This is an optimization exercise on Yosys and OpenROAD, whose aim is small area, a short achievable clock period and few clock cycles per item, not a production implementation. RTL that was checked went through simulation tests only; none was proved equivalent to the original. For run 1, only the layout was checked, not whether the RTL still works. Power and IR drop assume default switching activity.

**flow/run.sh**
```bash
#!/bin/bash
# The standard layout, with buf_1 port buffers, a tighter repair target and
# a clock tree without dummy loads.
export BUFFER_PORTS_ARGS="-buffer_cell sky130_fd_sc_hd__buf_1"
export SETUP_SLACK_MARGIN=6.2
export CTS_ARGS="-sink_clustering_enable -repair_clock_nets -dont_use_dummy_load -buf_list {sky130_fd_sc_hd__clkbuf_4 sky130_fd_sc_hd__clkbuf_8} -sink_clustering_size 20 -sink_clustering_max_diameter 60"
bash standard.sh > standard.log 2>&1
```
**standard.sh**
```bash
#!/bin/bash
# synth_recipe.tcl (not shown) runs the flow's synth.tcl, then flattens the netlist and writes it again
# the make line also repeats each setting of config.mk as NAME=value (left out here)
make -C /OpenROAD-flow-scripts/flow DESIGN_CONFIG=/design/flow/config.mk WORK_HOME=/design/flow/orfs CLKGATE_MAP_FILE= SYNTH_SCRIPT=/design/flow/synth_recipe.tcl "${@:-finish}"
```
**config.mk**
```make
export PLATFORM = sky130hd
export DESIGN_NAME = dequant_quant_top
export DESIGN_NICKNAME = dequant_quant_top
export VERILOG_FILES = /design/flow/design.v
export SDC_FILE = /design/flow/constraint.sdc
export NUM_CORES = 4
export LEC_CHECK = 0
export CAP_MARGIN = 20
export CORE_MARGIN = 2
export CORE_UTILIZATION = 60
export SLEW_MARGIN = 20
```
**constraint.sdc**
```tcl
create_clock -name core_clock -period 9.0 [get_ports {clk}]
set_input_delay 1.8000 -clock core_clock [delete_from_list [all_inputs] [get_ports {clk}]]
set_output_delay 1.8000 -clock core_clock [all_outputs]
set_load 0.01 [all_outputs]
```
**design.v**
```verilog
package dq_pkg;
    localparam int DQ_DMA_WIDTH = 32;
    localparam int DQ_MAX_QWIDTH = 8;
    localparam int DQ_COUNT_WIDTH = 16;
endpackage
`timescale 1ns/1ps
module dq_config (
    input  logic        clk,
    input  logic        rst_n,
    input  logic        activate,
    input  logic [24:0] up_cfg_in,
    input  logic [24:0] down_cfg_in,
    output logic [3:0]  up_bw,
    output logic [3:0]  dn_bw,
    output logic [4:0]  dn_lo,        
    output logic        run
);
    always_ff @(posedge clk or negedge rst_n) begin
        if (!rst_n) begin
            run <= 1'b0;
        end else begin
            run <= activate;
        end
    end
    always_ff @(posedge clk) begin
        up_bw <= up_cfg_in[24:21];
        dn_bw <= down_cfg_in[24:21];
        dn_lo <= 5'd15 - down_cfg_in[20:16];
    end
endmodule
`timescale 1ns/1ps
module bit_extractor (
    input  logic        clk,
    input  logic        run,
    input  logic        activate,
    input  logic [3:0]  bw,          
    input  logic [15:0] num_in,      
    input  logic        in_valid,
    input  logic [31:0] in_data,
    output logic        in_ready,
    output logic        out_valid,
    output logic [7:0]  out_value,
    input  logic        out_ready
);
    logic [31:0] w;
    logic [9:0]  l;
    logic [5:0]  p;
    logic [15:0] rem;        
    logic        f1;         
    logic        f2;         
    logic        rem_nz;
    logic        rem_gt1;
    logic        rem_gt2;
    logic        pop;
    logic        load;
    logic [5:0]  p_pop;      
    logic [5:0]  p_sel;
    logic [5:0]  t2;         
    logic        f2_pop;     
    logic        need_pop;
    logic        need_stay;
    logic [7:0]  mask;
    logic [41:0] win;
    logic [38:0] s32;
    logic [22:0] s16;
    logic [14:0] s8;
    logic [10:0] s4;
    logic [8:0]  s2;
    logic [7:0]  s1;
    assign rem_nz  = (rem != 16'd0);
    assign rem_gt1 = (rem[15:1] != 15'd0);
    assign rem_gt2 = rem_gt1 && (rem != 16'd2);
    assign out_valid = rem_nz && !f1;
    assign pop       = out_valid && out_ready;
    assign load = in_valid && in_ready;
    assign p_pop  = p + {2'd0, bw};
    assign t2     = 6'd42 - {1'b0, bw, 1'b0};
    assign f2_pop = (p_pop > t2);
    assign need_pop  = rem_gt2 ? (f2_pop && p_pop[5]) : (rem_gt1 && f2);
    assign need_stay = rem_gt1 ? (f1 || (f2 && p[5])) : (rem_nz && f1);
    assign p_sel = pop ? p_pop : p;
    always_comb begin
        for (int i = 0; i < 8; i++) mask[i] = (i < bw);
    end
    assign win = {w, l};
    assign out_value = s1 & mask;
    always_comb begin
        for (int i = 0; i < 39; i++) s32[i] = (p[5] && i < 10) ? win[i+32] : win[i];
        for (int i = 0; i < 23; i++) s16[i] = p[4] ? s32[i+16] : s32[i];
        for (int i = 0; i < 15; i++) s8[i]  = p[3] ? s16[i+8]  : s16[i];
        for (int i = 0; i < 11; i++) s4[i]  = p[2] ? s8[i+4]   : s8[i];
        for (int i = 0; i < 9; i++)  s2[i]  = p[1] ? s4[i+2]   : s4[i];
        for (int i = 0; i < 8; i++)  s1[i]  = p[0] ? s2[i+1]   : s2[i];
    end
    always_ff @(posedge clk) begin
        if (!run) begin
            p         <= 6'd42;
            rem       <= num_in;
            f1        <= 1'b1;
            f2        <= 1'b1;
            in_ready  <= activate && (num_in != 16'd0);
        end else begin
            p         <= {p_sel[5] && !load, p_sel[4:0]};
            f1        <= !load && (pop ? f2 : f1);
            f2        <= !load && (pop ? f2_pop : f2);
            in_ready  <= activate && !load && (pop ? need_pop : need_stay);
            if (pop) begin
                rem <= rem - 16'd1;
            end
        end
        if (load) begin
            w <= in_data;
            l <= w[31:22];
        end
    end
endmodule
`timescale 1ns/1ps
module dequantizer (
    input  logic [4:0]  scale,       
    input  logic [7:0]  in_value,
    output logic [11:0] out_half     
);
    logic [2:0] pos;
    logic [7:0] norm;
    always_comb begin
        pos = '0;
        for (int i = 0; i < 8; i++) begin
            if (in_value[i]) pos = i[2:0];
        end
        norm = in_value << (3'd7 - pos);
        if (in_value == 8'd0) begin
            out_half = '0;
        end else begin
            out_half = {scale + (5'd15 + {2'd0, pos}), norm[6:0]};
        end
    end
endmodule
`timescale 1ns/1ps
module stream_fifo #(
    parameter int WIDTH = 16
) (
    input  logic             clk,
    input  logic             run,
    input  logic             wr_valid,
    input  logic [WIDTH-1:0] wr_data,
    output logic             wr_ready,
    output logic             rd_valid,
    output logic [WIDTH-1:0] rd_data,
    input  logic             rd_ready
);
    assign wr_ready = !rd_valid || rd_ready;
    always_ff @(posedge clk) begin
        if (!run) begin
            rd_valid <= 1'b0;
        end else if (wr_ready) begin
            rd_valid <= wr_valid;
        end
        if (wr_ready && wr_valid) begin
            rd_data <= wr_data;
        end
    end
endmodule
`timescale 1ns/1ps
module quantizer (
    input  logic [4:0]  lo,          
    input  logic [3:0]  bw,
    input  logic [15:0] in_half,
    output logic        sat,         
    output logic        zero,        
    output logic [7:0]  value        
);
    logic        s;
    logic [4:0]  e;
    logic [10:0] mant;
    logic [5:0]  hi;
    logic [7:0]  hit;
    logic [7:0]  norm;
    assign s    = in_half[15];
    assign e    = in_half[14:10];
    assign mant = {1'b1, in_half[9:0]};
    assign hi   = {1'b0, lo} + {2'd0, bw};
    always_comb begin
        for (int k = 0; k < 8; k++) hit[k] = (e[2:0] == 3'(lo[2:0] + 3'(k)));
        norm = '0;
        for (int k = 0; k < 8; k++) begin
            if (hit[k]) norm = norm | 8'(mant >> (10 - k));
        end
        zero  = s || (e == 5'd0) || (e < lo) || ({1'b0, e} >= hi);
        sat   = !s && (e != 5'd0) && ((e == 5'd31) || ({1'b0, e} >= hi));
        value = norm;
    end
endmodule
`timescale 1ns/1ps
module bit_packer (
    input  logic        clk,
    input  logic        run,
    input  logic        activate,
    input  logic [3:0]  bw,
    input  logic [15:0] num_in,      
    input  logic        in_valid,
    input  logic        in_sat,      
    input  logic        in_zero,     
    input  logic [7:0]  in_value,
    output logic        in_ready,
    output logic        out_valid,
    output logic [32:0] out_beat,
    input  logic        out_ready
);
    logic [15:0] rem;        
    logic [7:0]  qval;       
    logic        qsat;
    logic        qzero;
    logic [7:0]  max;
    logic [7:0]  qv_val;
    logic        qv;
    logic [38:0] acc;
    logic [5:0]  fill;
    logic        rem_nz;
    logic        rem_gt1;
    logic        done;
    logic        word_rdy;
    logic        push;
    logic        move;
    logic        take;
    logic [38:0] ins;
    logic [5:0]  fill_m;     
    logic [5:0]  fill_s;     
    assign rem_nz   = (rem != 16'd0);
    assign rem_gt1  = (rem[15:1] != 15'd0);
    assign done     = !rem_nz && !qv;
    assign word_rdy = fill[5] || (done && (fill != 6'd0));
    assign push     = run && qv && (!fill[5] || !out_valid);
    assign move     = word_rdy && (!out_valid || out_ready);
    assign take     = in_valid && in_ready;
    always_comb begin
        for (int i = 0; i < 8; i++) max[i] = (i < bw);
    end
    assign qv_val = !push ? 8'd0 : qsat ? max : (qzero ? 8'd0 : qval);
    assign ins    = {31'd0, qv_val} << fill[4:0];
    assign fill_m = {1'b0, fill[4:0] & {5{fill[5]}}} + (push ? {2'd0, bw} : 6'd0);
    assign fill_s = fill + (push ? {2'd0, bw} : 6'd0);
    logic [3:0] rdy_n;
    always_comb begin
        for (int k = 0; k < 4; k++) begin
            logic t, r, mv, nz, qvn, ovn;
            logic [5:0] fn;
            t   = k[1];
            r   = k[0];
            mv  = word_rdy && (!out_valid || r);
            nz  = t ? rem_gt1 : rem_nz;
            qvn = t || (qv && !push);
            ovn = mv || (out_valid && !r);
            fn  = mv ? fill_m : fill_s;
            rdy_n[k] = nz && (!qvn || !fn[5] || !ovn);
        end
    end
    always_ff @(posedge clk) begin
        if (!run) begin
            rem       <= num_in;
            qv        <= 1'b0;
            fill      <= '0;
            out_valid <= 1'b0;
            in_ready  <= activate && (num_in != 16'd0);
        end else begin
            if (take) begin
                rem <= rem - 16'd1;
            end
            qv        <= take || (qv && !push);
            fill      <= move ? fill_m : fill_s;
            out_valid <= move || (out_valid && !out_ready);
            in_ready  <= activate && rdy_n[{take, out_ready}];
        end
        acc <= (move || !run) ? ({32'd0, acc[38:32]} | ins) : (acc | ins);
        if (take) begin
            qval <= in_value;
            qsat <= in_sat;
            qzero <= in_zero;
        end
        if (move) begin
            out_beat <= {acc[31:0], done && (!fill[5] || fill == 6'd32)};
        end
    end
endmodule
`timescale 1ns/1ps
module dequant_quant_top (
    input  logic        clk,
    input  logic        rst_n,
    input  logic        activate,
    input  logic [24:0] up_cfg,
    input  logic [24:0] down_cfg,
    input  logic        rcv_valid,
    input  logic [32:0] rcv_beat,
    output logic        rcv_ready,
    output logic        deq_valid,
    output logic [15:0] deq_data,
    input  logic        deq_ready,
    input  logic        q_valid,
    input  logic [15:0] q_data,
    output logic        q_ready,
    output logic        trm_valid,
    output logic [32:0] trm_beat,
    input  logic        trm_ready
);
    logic        run;
    logic [3:0]  up_bw;
    logic [3:0]  dn_bw;
    logic [4:0]  dn_lo;
    logic        qz_sat;
    logic        qz_zero;
    logic        ext_valid;
    logic [7:0]  ext_value;
    logic        ext_ready;
    logic [11:0] dq_half;
    logic [11:0] out_half;
    logic [7:0]  qz_value;
    dq_config cfg0 (
        .clk(clk), .rst_n(rst_n), .activate(activate),
        .up_cfg_in(up_cfg), .down_cfg_in(down_cfg),
        .up_bw(up_bw), .dn_bw(dn_bw), .dn_lo(dn_lo),
        .run(run)
    );
    bit_extractor ext0 (
        .clk(clk), .run(run), .activate(activate), .bw(up_bw), .num_in(up_cfg[15:0]),
        .in_valid(rcv_valid), .in_data(rcv_beat[32:1]), .in_ready(rcv_ready),
        .out_valid(ext_valid), .out_value(ext_value), .out_ready(ext_ready)
    );
    dequantizer deq0 (.scale(up_cfg[20:16]), .in_value(ext_value), .out_half(dq_half));
    stream_fifo #(.WIDTH(12)) up_out (
        .clk(clk), .run(run),
        .wr_valid(ext_valid), .wr_data(dq_half), .wr_ready(ext_ready),
        .rd_valid(deq_valid), .rd_data(out_half), .rd_ready(deq_ready)
    );
    assign deq_data = {1'b0, out_half, 3'b000};
    quantizer qnt0 (.lo(dn_lo), .bw(dn_bw), .in_half(q_data), .sat(qz_sat), .zero(qz_zero), .value(qz_value));
    bit_packer pack0 (
        .clk(clk), .run(run), .activate(activate), .bw(dn_bw), .num_in(down_cfg[15:0]),
        .in_valid(q_valid), .in_sat(qz_sat), .in_zero(qz_zero), .in_value(qz_value), .in_ready(q_ready),
        .out_valid(trm_valid), .out_beat(trm_beat), .out_ready(trm_ready)
    );
endmodule
```
==> flow_summary.json, run 1 <==
{
  "critPathLaunchType": "flip-flop",
  "routed_wl_um": 24900,
  "ir_drop_v": 0.000162,
  "die_area_mm2": 0.0190,
  "drv_cap": 0,
  "clock_skew_ns": 0.0650,
  "slew_viol_final": 0,
  "synthFlopType": "edfxtp_1",
  "clockRootBuffer": "clkbuf_8",
  "die_h_um": 138,
  "ys_ff_latch": 201,
  "path_buf_inv": 4,
  "row_count": 48,
  "coreArea_mm2": 0.0174,
  "holdBufCountCts": 0,
  "ioPinCount": 159,
  "track_usage": 0.255,
  "syn_inst": 1018,
  "grt_first_pass_wirelength_um": 39000,
  "seq_area_frac_synth": 0.494,
  "critical_path_class": "flip-flop to flip-flop",
  "synthesis.area_mm2": 0.0108,
  "cp-end-kind": "flip-flop",
  "clockBufferDepth": 3,
  "required_ns": 9.29,
  "start_util": 0.618,
  "diodes": 0,
  "yosys.area_share.simple": 0.146,
  "worst-path-max-fanout": 8,
  "r2r-start": "ext0.p[5]$_SDFF_PN1_",
  "drt_pass1_iterations": 7,
  "synth_top_area_cell": "edfxtp_1",
  "portBuffers": 150,
  "h-tree-depth": 1,
  "path_depth": 16,
  "cellLeakagePower_nw": 4.96,
  "synth_fa_ha_area_frac": 0.0593,
  "synth_top_area_frac": 0.360,
  "clkLatencyLatePin_ns": 0.52,
  "final-setup-viol-count": 0,
  "hold_start": "pack0.acc[21]$_DFF_P_",
  "synthTopCellsByCount": "129 x edfxtp_1, 97 x nor2_1, 75 x nand2_1, 71 x dfxtp_1, 66 x a21oi_1",
  "cts.sinks": 201,
  "powerDensity_mw_per_mm2": 158,
  "synthXorXnorAreaFrac": 0.0382,
  "num-nets-final": 1354,
  "grt_pass1_vias": 7833,
  "antenna_found_initial": 0,
  "fillers": 1267,
  "timing.rr.end": "up_out.rd_data[10]$_SDFFCE_PN0P_",
  "synthArstFlopShare": 0.00498,
  "synth.avg_cell_area_um2": 10.6,
  "place.gp.congestion": 0.883,
  "synth_top_family_by_area": "compound AO/OA/AOI/OAI gates",
  "vias_per_cell": 5.94,
  "worstPathArrival_ns": 3.80,
  "reg2reg_depth": 16,
  "slowest_stage": "dfxtp_4",
  "yosysUniqueCellTypes": 80,
  "drtIter0Drc": 626,
  "synth_compound_area_frac": 0.158,
  "fin_total_pwr_mw": 2.03,
  "period_share": 0.390,
  "path_cells": "mux2_4 > or3_4 > a32oi_2 > buf_4 > a31oi_1 > o211ai_2 > buf_4 > o211ai_2 > nand2_2 > inv_2 > ha_4 > inv_2 > ha_4 > fa_1 > xnor2_1 > nor2_1",
  "hold_depth": 0,
  "drc": 0,
  "tns_ns": 0,
  "hold_viol": 0,
  "path_delay_family": "adder cells",
  "max_freq_ghz": 0.285,
  "dp_hpwl_um": 16000,
  "grt_max_degree": 75,
  "outcome": "no timing/DRC/antenna violations",
  "overflow": 0,
  "hold_path_end": "pack0.out_beat[22]$_DFFE_PP_",
  "num_vias": 8466,
  "finalCriticalPeriod_ns": 3.51,
  "holdCritPathClass": "flip-flop to flip-flop",
  "ys_warn_count": 35,
  "synth_edf_count": 129,
  "drive_gt1_frac": 0.226,
  "yosysMostFrequentCell": "edfxtp_1",
  "worst_slew_pin_slew_ns": 0.919,
  "rsz0062_at_grt": "true",
  "max_stage_delay_ns": 0.44,
  "die_x_um": 138,
  "slew_headroom": 0.387,
  "synthMuxAreaShare": 0.0664,
  "cts_buffers": 17,
  "netlist_top_cells_area": "edfxtp_1 36%, dfxtp_1 13%, ha_1 5.0%",
  "area_growth_pct": 19.6,
  "wire_per_inst_um": 17.5,
  "clk_pin_slew_ns": 0.12,
  "ant_nets": 0,
  "cts_tree": "yes",
  "reg2reg_setup_slack_ns": 5.49
}
## stage by stage
stage	setup slack (ns)	hold WS, ns	instance area, um2	cells	util
CTS	5.52	0.390	12500	1409	0.716
finish	5.49	0.378	12900	1425	0.739
global placement	4.56	0.412	11600	1352	0.667
global route	5.38	0.400	12900	1425	0.739
floorplan	5.67	0.408	11000	1021	-
detailed placement	4.47	0.417	11600	1352	0.667
## report_power, final
| part | internal, mW | switching (mW) | leakage (nW) |
|---|---|---|---|
| registers | 1.04 | 0.0450 | 1.84 |
| clock network | 0.170 | 0.276 | 0.122 |
| logic | 0.235 | 0.264 | 2.99 |
| total | 1.45 | 0.585 | 4.96 |
## registers in the layout, summed over array words and instances, names as in the netlist, 5 cells and up
name	flops
cfg0.dn_lo	5
ext0.p	6
ext0.w	32
pack0.acc	39
pack0.rem	16
ext0.rem	16
pack0.out_beat	33
pack0.fill	6
pack0.qval	8
up_out.rd_data	12
ext0.l	10
## per-layer routing
layer / vias to the layer above / part of all wire / global-route usage
met4: 0 / 0.018 / 0.0539
li1: 4126 / - / -
met1: 4001 / 0.46 / 0.375
met3: 35 / 0.063 / 0.0384
met5: - / 0 / 0
met2: 304 / 0.45 / 0.402
## cell families (layout without fill, tap and decap cells)
| kind of cell | count (synthesis) | after routing |
|---|---|---|
| fa+ha+maj | 50 | 50 |
| other cells | 1 | 4 |
| mux | 59 | 59 |
| compound gates | 245 | 245 |
| simple gates | 319 | 323 |
| buf+inv | 96 | 271 |
| xor+xnor | 47 | 47 |
| flops | 201 | 201 |
## placed cells by master (no fill, tap or decap), types with 9 or more instances in the layout
cell,Yosys,final
nand3_1,17,16
a21oi_1,66,56
clkbuf_2,0,43
inv_1,44,36
ha_1,43,36
mux2i_1,35,34
dfxtp_2,0,9
nor2_1,97,90
nor3_1,21,17
nand2_1,75,72
a21oi_2,0,10
a21o_1,11,11
xnor2_1,34,30
a22o_1,21,21
edfxtp_1,129,129
o21ai_0,32,28
nand2b_1,24,20
and2_1,9,9
mux2_2,14,12
dfxtp_1,71,54
clkbuf_8,0,17
buf_4,7,45
a31oi_1,13,13
xor2_1,13,10
nor2b_1,25,24
buf_1,2,99
## cell type report
cell class | instances | area, um2 | area share
clock buffer | 17 | 234 | 0.0182
inverter | 49 | 205 | 0.0159
multi-input combinational | 728 | 5610 | 0.436
sequential | 201 | 5360 | 0.417
tap | 225 | 282 | 0.0219
timing repair buffer | 204 | 1180 | 0.0914
timing repair inverter | 1 | 7.51 | 0.000583
## worst max-delay path by stage
stage	to	from
5_1_grt	up_out.rd_data[10]$_SDFFCE_PN0P_	ext0.p[5]$_SDFF_PN1_
6_report	up_out.rd_data[10]$_SDFFCE_PN0P_	ext0.p[5]$_SDFF_PN1_
2_1_floorplan	up_out.rd_data[9]$_SDFFCE_PN0P_	ext0.p[5]$_SDFF_PN1_
3_3_place_gp	up_out.rd_data[10]$_SDFFCE_PN0P_	ext0.p[4]$_SDFFE_PN0P_
3_5_place_dp	up_out.rd_data[10]$_SDFFCE_PN0P_	ext0.p[4]$_SDFFE_PN0P_
4_1_cts	up_out.rd_data[11]$_SDFFCE_PN0P_	ext0.p[5]$_SDFF_PN1_
## what timing repair did
item | CTS | global route
setup buffers | 35 | 14
cloned | 5 | 2
resized for setup | 88 | 85
endpoints found under the setup margin | 133 | 137
pin swaps | 34 | 28
==> run 2, diff against run 1 <==
--- a/design.v
+++ b/design.v
@@ -71,6 +71,5 @@
     assign rem_gt1 = (rem[15:1] != 15'd0);
     assign rem_gt2 = rem_gt1 && (rem != 16'd2);
-    assign out_valid = rem_nz && !f1;
-    assign pop       = out_valid && out_ready;
+    assign pop  = rem_nz && !f1 && (!out_valid || out_ready);
     assign load = in_valid && in_ready;
     assign p_pop  = p + {2'd0, bw};
@@ -84,5 +83,4 @@
     end
     assign win = {w, l};
-    assign out_value = s1 & mask;
     always_comb begin
         for (int i = 0; i < 39; i++) s32[i] = (p[5] && i < 10) ? win[i+32] : win[i];
@@ -99,4 +97,5 @@
             f1        <= 1'b1;
             f2        <= 1'b1;
+            out_valid <= 1'b0;
             in_ready  <= activate && (num_in != 16'd0);
         end else begin
@@ -108,4 +107,7 @@
                 rem <= rem - 16'd1;
             end
+            if (!out_valid || out_ready) begin
+                out_valid <= pop;
+            end
         end
         if (load) begin
@@ -113,4 +115,7 @@
             l <= w[31:22];
         end
+        if (pop) begin
+            out_value <= s1 & mask;
+        end
     end
 endmodule
--- a/config.mk
+++ b/config.mk
@@ -10,2 +10,3 @@
 export CORE_UTILIZATION = 60
 export SLEW_MARGIN = 20
+export TNS_END_PERCENT = 30
==> run 2 against run 1 <==
  * Sequential share of layout area up 4.2 points
  * Die area up 2.3%
  * Total power down 7.9%
  * Flip-flop and latch count up 9
  * Sequential power up 4%
  * Worst hold slack better by 0.027 ns
  * Clock power up 2%
  * Register-to-register slack better by 0.84 ns
==> flow_summary.json, run 2 <==
{
  "syn_inst": 993,
  "drtIter0Drc": 551,
  "synth_compound_area_frac": 0.138,
  "yosys.area_share.simple": 0.134,
  "p_clk_frac": 0.243,
  "die_area_mm2": 0.0195,
  "tns_ns": 0,
  "r2r-start": "ext0.p[5]$_SDFF_PN1_",
  "period_share": 0.319,
  "synth_fa_ha_area_frac": 0.0543,
  "intPower_mw": 1.38,
  "drive_gt1_frac": 0.108,
  "slew_viol_final": 0,
  "ys_ff_latch": 210,
  "cts_tree": "yes",
  "required_ns": 7.20,
  "grt_pass1_vias": 7678,
  "yosysUniqueCellTypes": 79,
  "synth_top_family_by_area": "compound AO/OA/AOI/OAI gates",
  "holdBufCountCts": 0,
  "utilization": 0.677,
  "cellLeakagePower_nw": 4.38,
  "vias_per_cell": 5.89,
  "synthMuxAreaShare": 0.0872,
  "track_usage": 0.236,
  "place.gp.congestion": 0.868,
  "die_x_um": 140,
  "cts.sinks": 210,
  "critical_path_class": "flip-flop to primary output",
  "start_util": 0.612,
  "clockBufferDepth": 3,
  "cp-end-kind": "primary output",
  "final_common_cell": "buf_1",
  "synth_top_area_cell": "edfxtp_1",
  "worstPathArrival_ns": 1.07,
  "p_sw_mw": 0.486,
  "grt_first_pass_wirelength_um": 38200,
  "dp_hpwl_um": 16100,
  "drv_cap": 0,
  "combPwrFrac": 0.153,
  "max_freq_ghz": 0.348,
  "worstSetupStartpoint": "pack0.out_beat[0]$_DFFE_PP_",
  "reg_top3": "pack0.acc x39, pack0.out_beat x33, ext0.w x32",
  "top_register": "pack0.acc",
  "path_buf_inv": 1,
  "place_ws_ns": 4.93,
  "largest_register_ffs": 39,
  "synthesis.area_mm2": 0.0110,
  "outcome": "no timing/DRC/antenna violations",
  "setup_ws_ns": 6.13,
  "ant_nets": 0,
  "netlist_top_cells_area": "edfxtp_1 37%, dfxtp_1 13%, ha_1 4.9%",
  "finalCriticalPeriod_ns": 2.87,
  "grt_max_degree": 69,
  "worst_slew_pin_slew_ns": 0.967,
  "cts_buffers": 17,
  "slew_headroom": 0.354,
  "synthTopCellsByCount": "137 x edfxtp_1, 73 x nand2_1, 73 x nor2_1, 72 x dfxtp_1, 64 x a21oi_1",
  "num-nets-final": 1281,
  "clock_skew_ns": 0.0568,
  "h-tree-depth": 1,
  "seq_area_frac_synth": 0.506,
  "portBuffers": 150,
  "routed_wl_um": 22900,
  "hold_start": "pack0.acc[30]$_DFF_P_",
  "synth_top_area_frac": 0.373,
  "clkLatencyLatePin_ns": 0.53,
  "overflow": 0,
  "slowest_stage": "edfxtp_1",
  "clk_pin_slew_ns": 0.11,
  "hold_viol": 0,
  "drt_pass1_iterations": 5,
  "ys_warn_count": 35,
  "area_growth_pct": 10.7,
  "holdCritPathClass": "flip-flop to flip-flop",
  "path_cells": "clkbuf_2",
  "max_stage_delay_ns": 0.40,
  "synth.avg_cell_area_um2": 11.1,
  "powerDensity_mw_per_mm2": 153,
  "coreArea_mm2": 0.0180,
  "synthXorXnorAreaFrac": 0.0421,
  "die_h_um": 140,
  "synthArstFlopShare": 0.00476,
  "clockRootBuffer": "clkbuf_8",
  "final-setup-viol-count": 0,
  "wire_per_inst_um": 16.9,
  "seqPwrFrac": 0.604,
  "critPathLaunchType": "flip-flop",
  "diodes": 0,
  "synthFlopType": "edfxtp_1",
  "fin_total_pwr_mw": 1.87,
  "antenna_found_initial": 0,
  "path_delay_family": "flip-flops",
  "worst-path-max-fanout": 1,
  "switching_share": 0.260,
  "drc": 0,
  "rsz0062_at_grt": "true",
  "ioPinCount": 159,
  "synth_edf_count": 137,
  "row_count": 49,
  "ir_drop_v": 0.000161,
  "num_vias": 7981,
  "yosysMostFrequentCell": "edfxtp_1",
  "mostFrequentLayoutCells": "143 x buf_1, 137 x edfxtp_1, 72 x nor2_1, 70 x nand2_1, 63 x dfxtp_1"
}
run 2: cell types whose count changed in the layout (fill, tap and decap cells not counted), sizes merged, moves of 6 or more:
cell    delta
edfxtp     +8
xor2       +6
o221ai    +12
nor2      -27
and2      +10
inv        +6
a22o      -14
a31oi      -7
clkbuf    -42
mux4      +10
nand2b     -9
run 2: final timing paths:
| path | end | slack [ns] | cells past startpoint |
|---|---|---|---|
| worst max-delay path | trm_beat[0] | 6.13 | 1 |
| worst min-delay path | pack0.out_beat[31]$_DFFE_PP_ | 0.40 | 0 |
| worst max register to register | ext0.out_value[7]$_DFFE_PP_ | 6.33 | 6 |
| worst min register to register | pack0.out_beat[31]$_DFFE_PP_ | 0.40 | 0 |
| max in group asynchronous | cfg0.run$_DFF_PN0_ | 7.88 | 1 |
| min in group asynchronous | cfg0.run$_DFF_PN0_ | 1.01 | 1 |
run 2: kinds of logic (layout without fill, tap and decap cells):
family,Yosys count,count (layout)
buffers and inverters,95,223
muxes,70,70
DFF,210,210
AOI/OAI and AO/OA,225,225
other,1,4
xor gates and xnor gates,53,53
and+or+nand+nor,293,296
adders and majority gates,46,46
run 2: what timing repair did:
action / CTS / global route
setup endpoints to repair: 117 / 118
resized for setup: 15 / 38
buffers inserted: 1 / 3
gates cloned: 3 / 0
pin swaps: 0 / 6
run 2: layout make-up:
class	instances	area (um2)
clock buffer	17	234
fill	1437	5820
inverter	49	191
multi-input combinational	694	5230
sequential	210	5600
tap	229	287
timing repair buffer	157	664
run 2: power groups by stage:
stage / clock, mW / sequential, mW / combinational [mW]
floorplan: 0 / 1.13 / 0.222
global placement: 0 / 1.15 / 0.266
detailed placement: 0 / 1.15 / 0.272
CTS: 0.473 / 1.13 / 0.278
global route: 0.507 / 1.14 / 0.323
finish: 0.455 / 1.13 / 0.287
run 2: metal layers:
layer  GRT usage  wire [um]
met5           0          0
met2       0.417      11500
met3      0.0351       1030
met4      0.0553        362
met1       0.308       9980
run 2: through the flow:
step,hold slack [ns],cells,instance area (um2)
floorplan,0.408,996,11100
global placement,0.416,1332,11700
detailed placement,0.415,1332,11700
CTS,0.394,1353,12100
finish,0.405,1356,12200
global route,0.407,1356,12200
Testbench counts of run 2, summed over its fixed seeds: cycles 67,917, items 74,830.
==> run 3, diff against run 2 <==
--- a/config.mk
+++ b/config.mk
@@ -10,3 +10,3 @@
 export CORE_UTILIZATION = 60
 export SLEW_MARGIN = 20
-export TNS_END_PERCENT = 30
+export TNS_END_PERCENT = 5
==> run 3 against run 2 <==
  * Still clean on timing, DRC and antenna
  * First-iteration DRC count is 15% lower
  * Synthesized cell count stayed put
  * Die area stayed put
  * Fmax is 0.25% higher
  * Via count is 0.38% lower
  * Largest power group unchanged
==> flow_summary.json, run 3 <==
{
  "outcome": "no timing/DRC/antenna violations",
  "finalCriticalPeriod_ns": 2.86,
  "worst_slew_pin_slew_ns": 0.927,
  "die_h_um": 140,
  "track_usage": 0.230,
  "synthArstFlopShare": 0.00476,
  "vias_per_cell": 5.88,
  "syn_inst": 993,
  "drtIter0Drc": 470,
  "period_share": 0.318,
  "critPathLaunchType": "input pin",
  "ioPinCount": 159,
  "area_growth_pct": 9.70,
  "tns_ns": 0,
  "max_freq_ghz": 0.349,
  "ys_ff_latch": 210,
  "largest_register_ffs": 39,
  "clk_pin_slew_ns": 0.10,
  "wire_per_inst_um": 16.7,
  "yosysMostFrequentCell": "edfxtp_1",
  "synthTopCellsByCount": "137 x edfxtp_1, 73 x nand2_1, 73 x nor2_1, 72 x dfxtp_1, 64 x a21oi_1",
  "instances_no_fill": 1353,
  "routed_wl_um": 22600,
  "drc": 0,
  "clock_skew_ns": 0.0412,
  "row_count": 49,
  "critical_path_class": "input pin to flip-flop",
  "synthesis.area_mm2": 0.0110,
  "start_util": 0.612,
  "cts_tree": "yes",
  "synth_edf_count": 137,
  "grt_pass1_vias": 7419,
  "diodes": 0,
  "clockRootBuffer": "clkbuf_8",
  "slew_viol_final": 0,
  "antenna_found_initial": 0,
  "num-nets-final": 1278,
  "ant_nets": 0,
  "seq_area_frac_synth": 0.506,
  "drv_cap": 0,
  "path_cells": "buf_1 > inv_1 > ha_1 > nand2b_1 > a21o_1 > a21o_1 > a21o_1 > a21oi_1 > o221ai_1",
  "grt_first_pass_wirelength_um": 37100,
  "mostFrequentLayoutCells": "148 x buf_1, 137 x edfxtp_1, 72 x nor2_1, 70 x nand2_1, 66 x dfxtp_1",
  "clkLatencyLatePin_ns": 0.51,
  "portBuffers": 150,
  "cts_buffers": 17,
  "synth_top_area_frac": 0.373,
  "powerDensity_mw_per_mm2": 154,
  "worstPathArrival_ns": 3.09,
  "cp-end-kind": "flip-flop",
  "synth.avg_cell_area_um2": 11.1,
  "required_ns": 9.23,
  "netlist_top_cells_area": "edfxtp_1 37%, dfxtp_1 13%, ha_1 4.9%",
  "drive_gt1_frac": 0.0925,
  "final-setup-viol-count": 0,
  "yosysUniqueCellTypes": 79,
  "hold_viol": 0,
  "slew_headroom": 0.373,
  "num_vias": 7951,
  "synthFlopType": "edfxtp_1",
  "final_common_cell": "buf_1",
  "path_delay_family": "compound AO/OA/AOI/OAI gates",
  "path_buf_inv": 2,
  "overflow": 0,
  "worst-path-max-fanout": 3,
  "cellLeakagePower_nw": 4.32,
  "coreArea_mm2": 0.0180,
  "grt_max_degree": 69,
  "ir_drop_v": 0.000150,
  "synth_top_area_cell": "edfxtp_1",
  "clockBufferDepth": 3,
  "ys_warn_count": 35,
  "max_stage_delay_ns": 0.27,
  "holdWs_ns": 0.441,
  "dp_hpwl_um": 16000,
  "reg_top3": "pack0.acc x39, pack0.out_beat x33, ext0.w x32",
  "place.gp.congestion": 0.871,
  "holdCritPathClass": "flip-flop to flip-flop",
  "top_register": "pack0.acc",
  "die_x_um": 140,
  "cts.sinks": 210,
  "cp_common_cell": "a21o_1",
  "h-tree-depth": 1,
  "drt_pass1_iterations": 6,
  "die_area_mm2": 0.0195,
  "rsz0062_at_grt": "true",
  "slowest_stage": "ha_1",
  "dp_cells": 1332
}
-- run 3: cell counts after synthesis --
No cell type changed its count.
-- run 3: final cells by class --
class                   count  area (um2)
well taps                 229         287
inverters                  49         191
repair buffers            155         616
flip-flops and latches    210        5590
multi-input cells         693        5170
fillers                  1419        5930
clock buffers              17         234
-- run 3: worst paths after layout --
path                       cells after the start  slack [ns]                      endpoint                    from
min in group asynchronous                      1        1.04            cfg0.run$_DFF_PN0_                   rst_n
hold reg to reg                                0        0.44  pack0.out_beat[32]$_DFFE_PP_   pack0.acc[31]$_DFF_P_
hold / removal                                 0        0.44  pack0.out_beat[32]$_DFFE_PP_   pack0.acc[31]$_DFF_P_
max in group asynchronous                      1        7.85            cfg0.run$_DFF_PN0_                   rst_n
setup reg to reg                              11        6.33         ext0.in_ready$_DFF_P_  ext0.p[0]$_SDFFE_PN0P_
setup / recovery                               9        6.14         pack0.qzero$_DFFE_PP_              q_data[10]
-- run 3: per-layer routing --
layer / up-vias / GRT usage / wire, um
met2: 208 / 0.401 / 11500
met3: 30 / 0.0282 / 946
li1: 3953 / - / -
met1: 3760 / 0.308 / 9810
met4: 0 / 0.0574 / 397
met5: - / 0 / 0
-- run 3: cells by family after synthesis --
kind of cell	count (synthesis)	share of synthesized area
xor gates and xnor gates	53	0.0421
adders and majority gates	46	0.0543
other	1	0.000340
muxes	70	0.0872
DFF	210	0.506
AOI/OAI and AO/OA	225	0.138
and+or+nand+nor	293	0.134
buffers and inverters	95	0.0378
-- run 3: power by group --
group	total [mW]	switching (mW)	internal, mW	leakage, nW
clock	0.454	0.283	0.171	0.122
combinational	0.279	0.147	0.133	2.30
sequential	1.13	0.0510	1.08	1.90
-- run 3: timing repair --
action / CTS / global route
hold buffers: 0 / 0
pin swaps: 0 / 2
cloned: 2 / 0
endpoints found under the setup margin: 118 / 137
gates resized for setup: 7 / 24
hold endpoints to repair: 0 / 0
setup buffers: 0 / 2
-- run 3: worst register-to-register path, cell delays in order (launching register included) --
cell      delay [ns]
dfxtp_2         0.41
ha_1            0.24
fa_1            0.40
a21o_1          0.17
a21oi_1         0.24
xnor2_1         0.11
ha_1            0.34
nand4b_1        0.11
o22ai_1         0.09
a21oi_1         0.18
nand4_1         0.11
a21boi_1        0.18
-- run 3: per-stage QoR --
step	total power, mW	setup WS [ns]	cell area, um2	util
2_1_floorplan	1.35	5.84	11100	-
3_3_place_gp	1.41	5.29	11700	0.651
3_5_place_dp	1.42	5.30	11700	0.651
4_1_cts	1.88	6.08	12000	0.666
5_1_grt	1.96	6.08	12100	0.671
6_report	1.86	6.14	12100	0.671
==> run 4, diff against run 3 <==
--- a/config.mk
+++ b/config.mk
@@ -10,3 +10,3 @@
 export CORE_UTILIZATION = 60
 export SLEW_MARGIN = 20
-export TNS_END_PERCENT = 5
+export TNS_END_PERCENT = 15
==> run 4 against run 3 <==
  * Global-route usage unchanged
  * Via count up 0.36%
  * Final cell count up 0.15%
  * Sequential power about the same
  * Fmax about the same
  * Non-clock buffer count up 2
  * Total power up 0.12%
==> flow_summary.json, run 4 <==
{
  "routed_wl_um": 22500,
  "grt_max_degree": 69,
  "tns_ns": 0,
  "cellLeakagePower_nw": 4.33,
  "cp-end-kind": "flip-flop",
  "yosysUniqueCellTypes": 79,
  "coreArea_mm2": 0.0180,
  "clkLatencyLatePin_ns": 0.51,
  "cts_tree": "yes",
  "portBuffers": 150,
  "wire_per_inst_um": 16.6,
  "synth_top_area_cell": "edfxtp_1",
  "synth.avg_cell_area_um2": 11.1,
  "die_area_mm2": 0.0195,
  "holdBufCountCts": 0,
  "holdCritPathClass": "flip-flop to flip-flop",
  "synth_edf_count": 137,
  "synthArstFlopShare": 0.00476,
  "largest_register_ffs": 39,
  "worst-path-max-fanout": 3,
  "antenna_found_initial": 0,
  "fin_total_pwr_mw": 1.86,
  "die_x_um": 140,
  "final-setup-viol-count": 0,
  "top_register": "pack0.acc",
  "h-tree-depth": 1,
  "cts_buffers": 17,
  "synth_top_area_frac": 0.373,
  "track_usage": 0.230,
  "final_common_cell": "buf_1",
  "critPathLaunchType": "input pin",
  "clock_skew_ns": 0.0393,
  "synthFlopType": "edfxtp_1",
  "period_share": 0.318,
  "dp_hpwl_um": 16000,
  "netlist_top_cells_area": "edfxtp_1 37%, dfxtp_1 13%, ha_1 4.9%",
  "row_count": 49,
  "multi_input_comb_area_mm2": 0.00518,
  "diodes": 0,
  "drt_pass1_iterations": 7,
  "drc": 0,
  "instances_no_fill": 1355,
  "area_growth_pct": 9.97,
  "powerDensity_mw_per_mm2": 154,
  "syn_inst": 993,
  "drv_cap": 0,
  "regArea_mm2": 0.00559,
  "synthesis.area_mm2": 0.0110,
  "critical_path_class": "input pin to flip-flop",
  "synthTopCellsByCount": "137 x edfxtp_1, 73 x nand2_1, 73 x nor2_1, 72 x dfxtp_1, 64 x a21oi_1",
  "ioPinCount": 159,
  "die_h_um": 140,
  "clockRootBuffer": "clkbuf_8",
  "max_freq_ghz": 0.349,
  "overflow": 0,
  "finalCriticalPeriod_ns": 2.86,
  "drive_gt1_frac": 0.0941,
  "ir_drop_v": 0.000150,
  "design_area_mm2": 0.0121,
  "required_ns": 9.23,
  "grt_pass1_vias": 7419,
  "reg_top3": "pack0.acc x39, pack0.out_beat x33, ext0.w x32",
  "clk_pin_slew_ns": 0.10,
  "drtIter0Drc": 508,
  "ys_ff_latch": 210,
  "num-nets-final": 1280,
  "vias_per_cell": 5.89,
  "outcome": "no timing/DRC/antenna violations",
  "ys_warn_count": 35,
  "fillers": 1418,
  "seq_area_frac_synth": 0.506,
  "postPlaceCellArea_mm2": 0.0117,
  "cts.sinks": 210,
  "reg2reg_setup_slack_ns": 6.34,
  "start_util": 0.612,
  "hold_viol": 0,
  "num_vias": 7980,
  "place.gp.congestion": 0.871,
  "ant_nets": 0,
  "worst_slew_pin_slew_ns": 0.927,
  "mostFrequentLayoutCells": "148 x buf_1, 137 x edfxtp_1, 72 x nor2_1, 70 x nand2_1, 66 x dfxtp_1",
  "worstPathArrival_ns": 3.09,
  "rsz0062_at_grt": "true",
  "slew_headroom": 0.373,
  "dp_cells": 1332,
  "grt_first_pass_wirelength_um": 37100,
  "clockBufferDepth": 3,
  "slew_viol_final": 0,
  "yosysMostFrequentCell": "edfxtp_1"
}
[run 4: cell counts after synthesis]
No cell type changed its count.
[run 4: logic make-up (layout without fill, tap and decap cells)]
| kind of cell | count (synthesis) | in the layout | synth area share |
|---|---|---|---|
| compound gates | 225 | 225 | 0.138 |
| xor+xnor | 53 | 53 | 0.0421 |
| fa+ha+maj | 46 | 46 | 0.0543 |
| buf+inv | 95 | 223 | 0.0378 |
| flops | 210 | 210 | 0.506 |
| mux | 70 | 70 | 0.0872 |
| other cells | 1 | 4 | 0.000340 |
| simple gates | 293 | 295 | 0.134 |
[run 4: critical path, cell delays in order]
cell and delay [ns]:
buf_1 0.09, inv_1 0.08, ha_1 0.27, nand2b_1 0.14, a21o_1 0.15, a21o_1 0.15, a21o_1 0.16, a21oi_1 0.12
o221ai_1 0.14
[run 4: path summary, 6_finish.rpt]
check,startpoint,endpoint,depth (start not counted)
setup / recovery,q_data[10],pack0.qzero$_DFFE_PP_,9
hold / removal,pack0.acc[31]$_DFF_P_,pack0.out_beat[32]$_DFFE_PP_,0
hold reg to reg,pack0.acc[31]$_DFF_P_,pack0.out_beat[32]$_DFFE_PP_,0
setup reg to reg,ext0.p[0]$_SDFFE_PN0P_,ext0.in_ready$_DFF_P_,11
min in group asynchronous,rst_n,cfg0.run$_DFF_PN0_,1
max in group asynchronous,rst_n,cfg0.run$_DFF_PN0_,1
[run 4: stage by stage]
| stage | hold WS [ns] | setup slack [ns] | utilization |
|---|---|---|---|
| final | 0.443 | 6.14 | 0.673 |
| after global routing | 0.454 | 6.08 | 0.673 |
| after CTS | 0.443 | 6.08 | 0.666 |
| after detailed placement | 0.418 | 5.30 | 0.651 |
| after global placement | 0.416 | 5.29 | 0.651 |
| after floorplan | 0.408 | 5.84 | - |
[run 4: timing repair]
action	4_1_cts	5_1_grt
setup buffers	0	4
hold endpoints to repair	0	0
setup endpoints to repair	118	137
cloned	2	0
resized for setup	8	27
pin swaps	0	3
[run 4: layout make-up]
class | count | area share
clock buffers | 17 | 0.0193
inverters | 49 | 0.0158
multi-input cells | 693 | 0.427
flip-flops and latches | 210 | 0.461
well taps | 229 | 0.0236
repair buffers | 157 | 0.0527
[run 4: metal layers]
metal / global-route usage / vias up / share of wire
met3: 0.0282 / 33 / 0.043
met2: 0.401 / 224 / 0.51
met4: 0.0574 / 0 / 0.020
met5: 0 / - / 0
met1: 0.308 / 3762 / 0.43
li1: - / 3961 / -
[run 4: where the power goes]
group	switching [mW]	internal [mW]	leakage, nW
Sequential	0.0509	1.08	1.90
Clock	0.285	0.171	0.122
Combinational	0.147	0.133	2.31
Total	0.482	1.38	4.33
==> run 5, diff against run 4 <==
--- a/config.mk
+++ b/config.mk
@@ -10,3 +10,3 @@
 export CORE_UTILIZATION = 60
 export SLEW_MARGIN = 20
-export TNS_END_PERCENT = 15
+export TNS_END_PERCENT = 0
==> run 5 against run 4 <==
  * Still clean
  * Worst hold slack worse by 0.014 ns
  * Sequential power barely moved
  * Fmax is 2.5% lower
  * Cell area fell by 1.2%
  * Clock power about the same
  * Critical path type unchanged
  * Largest cell class unchanged
  * Largest power group unchanged
==> flow_summary.json, run 5 <==
{
  "outcome": "no timing/DRC/antenna violations",
  "clockRootBuffer": "clkbuf_8",
  "synth_top_area_frac": 0.373,
  "worstSetupStartpoint": "trm_ready",
  "num_vias": 7946,
  "period_share": 0.326,
  "max_freq_ghz": 0.341,
  "grt_first_pass_wirelength_um": 36700,
  "cts_tree": "yes",
  "instances_no_fill": 1350,
  "synthesis.area_mm2": 0.0110,
  "synth_top_area_cell": "edfxtp_1",
  "yosysMostFrequentCell": "edfxtp_1",
  "grt_pass1_vias": 7687,
  "row_count": 49,
  "place_ws_ns": 5.28,
  "postPlaceCellArea_mm2": 0.0117,
  "ir_drop_v": 0.000157,
  "die_x_um": 140,
  "slew_headroom": 0.330,
  "mostFrequentLayoutCells": "150 x buf_1, 137 x edfxtp_1, 73 x nor2_1, 72 x nand2_1, 70 x dfxtp_1",
  "setup_ws_ns": 6.06,
  "rsz0062_at_grt": "true",
  "place.gp.congestion": 0.890,
  "ys_ff_latch": 210,
  "vias_per_cell": 5.89,
  "worst_slew_pin_slew_ns": 0.991,
  "yosysUniqueCellTypes": 79,
  "p_clk_frac": 0.246,
  "p_sw_mw": 0.478,
  "netlist_top_cells_area": "edfxtp_1 37%, dfxtp_1 13%, ha_1 4.9%",
  "switching_share": 0.258,
  "portBuffers": 150,
  "die_area_mm2": 0.0195,
  "ant_nets": 0,
  "drive_gt1_frac": 0.0740,
  "drtIter0Drc": 536,
  "cp-end-kind": "flip-flop",
  "intPower_mw": 1.38,
  "clock_skew_ns": 0.0458,
  "clk_pin_slew_ns": 0.10,
  "area_growth_pct": 8.67,
  "post_cts_buffers": 0,
  "h-tree-depth": 1,
  "synth_edf_count": 137,
  "syn_inst": 993,
  "largest_register_ffs": 39,
  "combPwrFrac": 0.147,
  "hold_path_end": "pack0.out_beat[18]$_DFFE_PP_",
  "critical_path_class": "input pin to flip-flop",
  "synth.avg_cell_area_um2": 11.1,
  "drc": 0,
  "clkLatencyLatePin_ns": 0.53,
  "coreArea_mm2": 0.0180,
  "ys_warn_count": 35,
  "antenna_found_initial": 0,
  "design_area_mm2": 0.0120,
  "timing.rr.end": "ext0.in_ready$_DFF_P_",
  "worst-path-max-fanout": 21,
  "finalCriticalPeriod_ns": 2.94,
  "reg2reg_depth": 11,
  "tns_ns": 0,
  "wire_per_inst_um": 16.2,
  "cellLeakagePower_nw": 4.28,
  "dp_hpwl_um": 15700,
  "worstPathArrival_ns": 3.36,
  "seqPwrFrac": 0.607,
  "slew_viol_final": 0,
  "num-nets-final": 1275,
  "hold_start": "pack0.acc[17]$_DFF_P_",
  "hold_depth": 0,
  "r2r-start": "ext0.p[0]$_SDFFE_PN0P_",
  "routed_wl_um": 21800,
  "top_register": "pack0.acc",
  "synthTopCellsByCount": "137 x edfxtp_1, 73 x nand2_1, 73 x nor2_1, 72 x dfxtp_1, 64 x a21oi_1",
  "grt_max_degree": 87,
  "required_ns": 9.42,
  "drv_cap": 0,
  "diodes": 0,
  "dp_cells": 1332,
  "holdCritPathClass": "flip-flop to flip-flop",
  "final_common_cell": "buf_1",
  "cts_buffers": 17,
  "die_h_um": 140,
  "hold_viol": 0,
  "track_usage": 0.225,
  "drt_pass1_iterations": 5,
  "synthFlopType": "edfxtp_1",
  "ioPinCount": 159,
  "synthArstFlopShare": 0.00476,
  "reg_top3": "pack0.acc x39, pack0.out_beat x33, ext0.w x32",
  "critPathLaunchType": "input pin",
  "holdWs_ns": 0.429,
  "cts.sinks": 210,
  "seq_area_frac_synth": 0.506,
  "clockBufferDepth": 3,
  "start_util": 0.612,
  "powerDensity_mw_per_mm2": 155,
  "reg2reg_setup_slack_ns": 6.09,
  "final-setup-viol-count": 0,
  "overflow": 0
}
run 5: cell types whose count changed in the layout (fill, tap and decap cells not counted), sizes merged:
cell,previous run,this run
buf,156,153
clkbuf,18,17
clkinv,0,1
inv,49,48
nor2b,21,20
run 5: worst max path at each step:
stage	end	slack, ns	cells past startpoint
final	pack0.acc[0]$_DFF_P_	6.06	7
after global routing	up_out.rd_data[10]$_SDFFCE_PN0P_	5.93	9
after CTS	trm_beat[0]	6.09	1
after detailed placement	pack0.acc[0]$_DFF_P_	5.28	7
after global placement	pack0.qval[2]$_DFFE_PP_	5.27	6
after floorplan	pack0.acc[1]$_DFF_P_	5.84	8
run 5: cells by family after synthesis:
group                    after synthesis  share of synthesized area
AND/OR/NAND/NOR                      293                      0.134
AO/OA/AOI/OAI                        225                      0.138
flip-flops                           210                      0.506
buffers and inverters                 95                     0.0378
multiplexers                          70                     0.0872
XOR/XNOR                              53                     0.0421
adder cells (fa/ha/maj)               46                     0.0543
other                                  1                   0.000340
run 5: per-stage QoR:
step                      total power [mW]  utilization
after detailed placement              1.42        0.650
final                                 1.86        0.665
after global routing                  1.95        0.665
after CTS                             1.87        0.664
after floorplan                       1.35            -
after global placement                1.41        0.650
run 5: critical path: stages:
cell and delay (ns):
buf_1 0.09, nand2b_4 0.16, and2_1 0.14, a32o_2 0.30, nor2b_4 0.50, nor2b_1 0.11
a221o_1 0.27
run 5: power groups by stage:
stage / registers [mW] / clock network, mW / logic (mW)
floorplan: 1.13 / 0 / 0.221
global placement: 1.15 / 0 / 0.266
detailed placement: 1.15 / 0 / 0.270
CTS: 1.13 / 0.474 / 0.274
global route: 1.13 / 0.502 / 0.310
finish: 1.13 / 0.456 / 0.273
run 5: per-layer routing:
| layer | up-vias | GRT usage | routed length, um |
|---|---|---|---|
| met2 | 239 | 0.395 | 10900 |
| met5 | - | 0 | 0 |
| met1 | 3719 | 0.298 | 9380 |
| met4 | 0 | 0.0611 | 522 |
| met3 | 38 | 0.0279 | 1020 |
| li1 | 3950 | - | - |
run 5: area by class of cell:
type,count,area (um2)
Clock buffer,17,234
Timing Repair Buffer,153,586
Sequential cell,210,5580
Multi-Input combinational cell,692,5100
Tap cell,229,287
Fill cell,1484,6040
Inverter,49,186
run 5: what timing repair did:
action,in CTS,in global routing
hold buffers,0,0
cloned,1,0
gates resized for setup,7,1
setup endpoints to repair,118,135
hold endpoints to repair,0,0
==> run 6, diff against run 5 <==
==> flow/run.sh (replaced) <==
#!/bin/bash
# The standard layout, with buf_1 port buffers, a tighter repair target and
# a clock tree without dummy loads.
export BUFFER_PORTS_ARGS="-buffer_cell sky130_fd_sc_hd__buf_1"
export SETUP_SLACK_MARGIN=6.5
export CTS_ARGS="-sink_clustering_enable -repair_clock_nets -dont_use_dummy_load -buf_list {sky130_fd_sc_hd__clkbuf_4 sky130_fd_sc_hd__clkbuf_8} -sink_clustering_size 20 -sink_clustering_max_diameter 60"
bash standard.sh > standard.log 2>&1
--- a/config.mk
+++ b/config.mk
@@ -10,3 +10,3 @@
 export CORE_UTILIZATION = 60
 export SLEW_MARGIN = 20
-export TNS_END_PERCENT = 0
+export TNS_END_PERCENT = 20
==> run 6 against run 5 <==
  * Highest routed layer unchanged
  * Critical path depth down 6
  * Sequential share of layout area down 2.7 points
  * Die area unchanged
  * Wire length increased by 11%
  * Worst setup slack gained 0.049 ns
  * Flip-flop and latch count unchanged
  * Combinational power increased by 14%
  * Global-route usage is 1.8 points higher
  * Largest power group unchanged
  * Total power increased by 2.9%
  * Core utilization grew 4.4 points
==> flow_summary.json, run 6 <==
{
  "outcome": "no timing/DRC/antenna violations",
  "drc": 0,
  "clk_pin_slew_ns": 0.11,
  "track_usage": 0.243,
  "cp-end-kind": "primary output",
  "clkLatencyLatePin_ns": 0.53,
  "dp_cells": 1332,
  "final-setup-viol-count": 0,
  "instances_no_fill": 1386,
  "mostFrequentLayoutCells": "137 x edfxtp_1, 131 x buf_1, 71 x nor2_1, 62 x dfxtp_1, 61 x a21oi_1",
  "synthesis.area_mm2": 0.0110,
  "cts_buffers": 18,
  "drt_pass1_iterations": 8,
  "max_freq_ghz": 0.346,
  "slew_viol_final": 0,
  "routed_wl_um": 24200,
  "dp_hpwl_um": 15900,
  "num-nets-final": 1311,
  "portBuffers": 150,
  "grt_max_degree": 68,
  "tns_ns": 0,
  "ioPinCount": 159,
  "synth_top_area_frac": 0.373,
  "hold_viol": 0,
  "area_growth_pct": 15.8,
  "rsz0062_at_grt": "true",
  "endpoint": "trm_beat[0]",
  "holdBufCountCts": 0,
  "worstSetupStartpoint": "pack0.out_beat[0]$_DFFE_PP_",
  "clockRootBuffer": "clkbuf_8",
  "drtIter0Drc": 492,
  "r2r-start": "ext0.p[5]$_SDFF_PN1_",
  "die_area_mm2": 0.0195,
  "synth_top_area_cell": "edfxtp_1",
  "slew_headroom": 0.411,
  "overflow": 0,
  "vias_per_cell": 5.94,
  "fin_total_pwr_mw": 1.91,
  "slowest_stage": "edfxtp_1",
  "ir_drop_v": 0.000144,
  "setup_ws_ns": 6.11,
  "timing.rr.end": "ext0.out_value[7]$_DFFE_PP_",
  "clock_skew_ns": 0.0470,
  "worst-path-max-fanout": 1,
  "critPathLaunchType": "flip-flop",
  "wire_per_inst_um": 17.4,
  "synthFlopType": "edfxtp_1",
  "utilization": 0.708,
  "place.gp.congestion": 0.872,
  "start_util": 0.612,
  "grt_first_pass_wirelength_um": 39100,
  "drv_cap": 0,
  "top_register": "pack0.acc",
  "synthArstFlopShare": 0.00476,
  "synth.avg_cell_area_um2": 11.1,
  "holdCritPathClass": "flip-flop to flip-flop",
  "die_x_um": 140,
  "cellLeakagePower_nw": 4.66,
  "worst_slew_pin_slew_ns": 0.872,
  "coreArea_mm2": 0.0180,
  "reg_top3": "pack0.acc x39, pack0.out_beat x33, ext0.w x32",
  "holdWs_ns": 0.430,
  "yosysUniqueCellTypes": 79,
  "place_ws_ns": 4.94,
  "reg2reg_depth": 6,
  "row_count": 49,
  "powerDensity_mw_per_mm2": 150,
  "finalCriticalPeriod_ns": 2.89,
  "netlist_top_cells_area": "edfxtp_1 37%, dfxtp_1 13%, ha_1 4.9%",
  "required_ns": 7.20,
  "die_h_um": 140,
  "postPlaceCellArea_mm2": 0.0117,
  "cts_tree": "yes",
  "period_share": 0.321,
  "largest_register_ffs": 39,
  "ys_warn_count": 35,
  "synthTopCellsByCount": "137 x edfxtp_1, 73 x nand2_1, 73 x nor2_1, 72 x dfxtp_1, 64 x a21oi_1",
  "max_stage_delay_ns": 0.42,
  "path_buf_inv": 1,
  "synth_edf_count": 137,
  "yosysMostFrequentCell": "edfxtp_1",
  "final_common_cell": "edfxtp_1",
  "syn_inst": 993,
  "drive_gt1_frac": 0.169,
  "clockBufferDepth": 3,
  "critical_path_class": "flip-flop to primary output",
  "path_depth": 1,
  "worstPathArrival_ns": 1.09,
  "h-tree-depth": 1,
  "ant_nets": 0,
  "seq_area_frac_synth": 0.506,
  "path_delay_family": "flip-flops",
  "cts.sinks": 210,
  "design_area_mm2": 0.0128,
  "reg2reg_setup_slack_ns": 6.39,
  "ys_ff_latch": 210,
  "path_cells": "clkbuf_2",
  "antenna_found_initial": 0,
  "grt_pass1_vias": 7842,
  "diodes": 0,
  "num_vias": 8230
}
run 6: cell families after synthesis:
family / Yosys count / synth area share
other: 1 / 0.000340
buffers and inverters: 95 / 0.0378
and+or+nand+nor: 293 / 0.134
AOI/OAI and AO/OA: 225 / 0.138
adders and majority gates: 46 / 0.0543
DFF: 210 / 0.506
xor gates and xnor gates: 53 / 0.0421
muxes: 70 / 0.0872
run 6: worst min-delay path by stage:
| stage | start | to | slack [ns] | cells past startpoint |
|---|---|---|---|---|
| after floorplan | pack0.acc[1]$_DFF_P_ | pack0.out_beat[2]$_DFFE_PP_ | 0.41 | 0 |
| after global placement | pack0.acc[26]$_DFF_P_ | pack0.out_beat[27]$_DFFE_PP_ | 0.42 | 0 |
| after detailed placement | pack0.acc[7]$_DFF_P_ | pack0.out_beat[8]$_DFFE_PP_ | 0.42 | 0 |
| after CTS | pack0.acc[14]$_DFF_P_ | pack0.out_beat[15]$_DFFE_PP_ | 0.41 | 0 |
| after global routing | pack0.acc[14]$_DFF_P_ | pack0.out_beat[15]$_DFFE_PP_ | 0.42 | 0 |
| final | pack0.acc[13]$_DFF_P_ | pack0.out_beat[14]$_DFFE_PP_ | 0.43 | 0 |
run 6: per-layer routing:
layer / global-route usage / part of all wire / up-vias
met5: 0 / 0 / -
met4: 0.0774 / 0.030 / 0
met3: 0.0296 / 0.045 / 53
met2: 0.424 / 0.50 / 252
met1: 0.319 / 0.42 / 3905
li1: - / - / 4020
run 6: cell type report:
cell class | instances | area, um2
timing repair buffer | 185 | 1010
tap | 229 | 287
multi-input combinational | 695 | 5420
sequential | 210 | 5610
clock buffer | 18 | 248
inverter | 49 | 191
fill | 1394 | 5260
run 6: power breakdown:
part	leakage [nW]	switching, mW	total (mW)	internal, mW
Clock	0.129	0.292	0.472	0.180
Combinational	2.63	0.160	0.311	0.150
Sequential	1.90	0.0490	1.13	1.08
Total	4.66	0.501	1.91	1.41
run 6: repair_timing:
item                                    CTS  global route
pin swaps                                27            11
cloned                                    6             0
gates resized for setup                  63            69
endpoints found under the setup margin  193           202
setup buffers                            16            14
==> run 7, diff against run 6 <==
==> flow/run.sh (replaced) <==
#!/bin/bash
# The standard layout, with buf_1 port buffers, a tighter repair target and
# a clock tree without dummy loads.
export BUFFER_PORTS_ARGS="-buffer_cell sky130_fd_sc_hd__buf_1"
export SETUP_SLACK_MARGIN=6.8
export CTS_ARGS="-sink_clustering_enable -repair_clock_nets -dont_use_dummy_load -buf_list {sky130_fd_sc_hd__clkbuf_4 sky130_fd_sc_hd__clkbuf_8} -sink_clustering_size 20 -sink_clustering_max_diameter 60"
bash standard.sh > standard.log 2>&1
==> run 7 against run 6 <==
  * Count of clock-buffer cells in the layout stayed put
  * Flip-flop and latch count is the same
  * Clock power hardly changed
  * Core utilization grew 0.81 points
  * Sequential share of layout area is 0.46 points lower
  * Sequential power about the same
  * Wire length is 1.7% higher
  * Fmax about the same
  * Largest cell class unchanged
  * Largest power group unchanged
==> flow_summary.json, run 7 <==
{
  "outcome": "no timing/DRC/antenna violations",
  "start_util": 0.612,
  "num-nets-final": 1313,
  "busiest_layer": "met2",
  "grt_first_pass_wirelength_um": 39600,
  "r2r-start": "pack0.qsat$_DFFE_PP_",
  "holdBufCountCts": 0,
  "final_common_cell": "edfxtp_1",
  "yosysUniqueCellTypes": 79,
  "critPathLaunchType": "flip-flop",
  "seq_area_frac_synth": 0.506,
  "hold_viol": 0,
  "die_area_mm2": 0.0195,
  "clkLatencyLatePin_ns": 0.53,
  "worst_slew_pin_slew_ns": 0.874,
  "reg_top3": "pack0.acc x39, pack0.out_beat x33, ext0.w x32",
  "rsz0062_at_grt": "true",
  "dp_cells": 1332,
  "path_depth": 1,
  "portBuffers": 150,
  "worstSetupStartpoint": "pack0.out_beat[0]$_DFFE_PP_",
  "synth_top_area_frac": 0.373,
  "use_met2": 0.430,
  "hold_depth": 0,
  "max_freq_ghz": 0.347,
  "syn_inst": 993,
  "path_delay_family": "flip-flops",
  "final-setup-viol-count": 0,
  "die_h_um": 140,
  "critical_path_class": "flip-flop to primary output",
  "coreArea_mm2": 0.0180,
  "cp-end-kind": "primary output",
  "cts_buffers": 18,
  "slew_viol_final": 0,
  "ant_nets": 0,
  "cts_tree": "yes",
  "postPlaceCellArea_mm2": 0.0117,
  "slew_headroom": 0.409,
  "period_share": 0.321,
  "gr-usage-met1": 0.324,
  "path_buf_inv": 1,
  "worst-path-max-fanout": 1,
  "h-tree-depth": 1,
  "top_register": "pack0.acc",
  "tns_ns": 0,
  "synthTopCellsByCount": "137 x edfxtp_1, 73 x nand2_1, 73 x nor2_1, 72 x dfxtp_1, 64 x a21oi_1",
  "synthArstFlopShare": 0.00476,
  "yosysMostFrequentCell": "edfxtp_1",
  "place.gp.congestion": 0.872,
  "ys_ff_latch": 210,
  "wire_per_inst_um": 17.7,
  "drtIter0Drc": 551,
  "ioPinCount": 159,
  "clk_pin_slew_ns": 0.11,
  "instances_no_fill": 1388,
  "synth_top_area_cell": "edfxtp_1",
  "drt_pass1_iterations": 7,
  "required_ns": 7.20,
  "holdCritPathClass": "flip-flop to flip-flop",
  "slowest_stage": "edfxtp_1",
  "grt_max_degree": 69,
  "cts.sinks": 210,
  "row_count": 49,
  "worstPathArrival_ns": 1.09,
  "hold_start": "pack0.acc[14]$_DFF_P_",
  "vias_per_cell": 5.97,
  "dp_hpwl_um": 15900,
  "diodes": 0,
  "track_usage": 0.246,
  "synth_edf_count": 137,
  "clockRootBuffer": "clkbuf_8",
  "routed_wl_um": 24600,
  "largest_register_ffs": 39,
  "design_area_mm2": 0.0129,
  "clock_skew_ns": 0.0486,
  "cellLeakagePower_nw": 4.76,
  "drc": 0,
  "reg2reg_depth": 6,
  "overflow": 0,
  "path_cells": "clkbuf_2",
  "powerDensity_mw_per_mm2": 149,
  "area_growth_pct": 17.1,
  "antenna_found_initial": 0,
  "ir_drop_v": 0.000145,
  "mostFrequentLayoutCells": "137 x edfxtp_1, 107 x buf_1, 71 x nor2_1, 60 x a21oi_1, 60 x nand2_1",
  "synthesis.area_mm2": 0.0110,
  "grt_pass1_vias": 7949,
  "die_x_um": 140,
  "num_vias": 8283,
  "netlist_top_cells_area": "edfxtp_1 37%, dfxtp_1 13%, ha_1 4.9%",
  "drv_cap": 0,
  "synth.avg_cell_area_um2": 11.1,
  "ys_warn_count": 35,
  "use_met3": 0.0292,
  "finalCriticalPeriod_ns": 2.89,
  "drive_gt1_frac": 0.202,
  "synthFlopType": "edfxtp_1",
  "clockBufferDepth": 3,
  "max_stage_delay_ns": 0.42
}
==> run 7: cell counts after synthesis <==
Identical to the previous run, type by type.
==> run 7: final timing paths <==
kind                                                endpoint  slack (ns)
worst min register to register  pack0.out_beat[15]$_DFFE_PP_        0.43
worst max register to register         pack0.acc[12]$_DFF_P_        6.37
worst max-delay path                             trm_beat[0]        6.11
max in group asynchronous                 cfg0.run$_DFF_PN0_        7.86
min in group asynchronous                 cfg0.run$_DFF_PN0_        1.04
worst min-delay path            pack0.out_beat[15]$_DFFE_PP_        0.43
==> run 7: metrics by stage <==
stage	util	hold slack, ns	power [mW]	setup slack (ns)
floorplan	-	0.408	1.35	5.84
global placement	0.651	0.416	1.41	4.98
detailed placement	0.651	0.417	1.42	4.94
CTS	0.700	0.410	1.92	6.09
global route	0.716	0.423	2.01	6.08
finish	0.716	0.428	1.92	6.11
==> run 7: what timing repair did <==
action / 4_1_cts / 5_1_grt
pin swaps: 37 / 13
buffers inserted: 22 / 9
hold endpoints to repair: 0 / 0
setup endpoints to repair: 256 / 261
resized for setup: 81 / 97
cloned: 7 / 0
==> run 7: cell families after synthesis <==
logic type	synth area share
AND/OR/NAND/NOR	0.134
AO/OA/AOI/OAI	0.138
flip-flops	0.506
buffers and inverters	0.0378
multiplexers	0.0872
XOR/XNOR	0.0421
adder cells (fa/ha/maj)	0.0543
other	0.000340
==> run 7: report_power, final <==
part	switching [mW]	total, mW	internal [mW]
Sequential	0.0491	1.13	1.08
Combinational	0.166	0.322	0.156
Clock	0.293	0.473	0.180
==> run 7: routing by layer <==
metal,up-vias,share of wire
li1,4029,-
met4,0,0.028
met1,3946,0.42
met2,262,0.50
met5,-,0
met3,46,0.048
==> run 7: worst register-to-register path: cells and delay by family (launching register included) <==
kind             cells  cell delay [ns]
AO/OA/AOI/OAI        3             1.29
flip-flops           1             0.64
AND/OR/NAND/NOR      2             0.30
multiplexers         1             0.28
==> run 7: area by class of cell <==
| cell class | count | area (um2) |
|---|---|---|
| clock buffer | 18 | 248 |
| tap | 229 | 287 |
| multi-input combinational | 696 | 5490 |
| timing repair buffer | 186 | 1080 |
| fill | 1375 | 5110 |
| inverter | 49 | 191 |
| sequential | 210 | 5620 |

## separate check: timing with driven ports
The flow's constraints put no driver on any port. The routed layouts listed below were extracted and timed again, unchanged, in two steps. Step 1 assumes that a clkbuf_16 drives the clock port and a buf_2 every other input. Step 2, shift: input delay + t, output delay - t, t = (earliest + latest rising clock arrival at the registers) / 2. This alone moves slack from input paths to output paths. Three values: ideal ports, drivers, drivers and shift; two values: the first two.
run	t (ns)	slack for setup (ns)	worst hold slack (ns)	worst data-port slew with drivers (ns)	pins driven straight from the clock port
run 1	0.534	5.487 / 5.487 / 5.487	0.378 / 0.378 / 0.378	0.06	1
run 2	0.540	6.129 / 6.088 / 5.646	0.405 / 0.405 / 0.405	0.04	1
run 3	0.534	6.136 / 6.094 / 5.623	0.441 / 0.441 / 0.441	0.04	1
run 4	0.534	6.137 / 6.105 / 5.624	0.443 / 0.443 / 0.443	0.04	1
run 5	0.547	6.064 / 6.076 / 5.534	0.429 / 0.429 / 0.429	0.04	1
run 6	0.549	6.113 / 6.072 / 5.648	0.430 / 0.430 / 0.430	0.08	1
run 7	0.550	6.115 / 6.075 / 5.636	0.428 / 0.428 / 0.428	0.08	1
After both steps setup and hold are still met in every run listed. For run 5, which loses most, drivers alone change the setup slack by +0.012 ns; drivers and shift together by -0.530 ns.
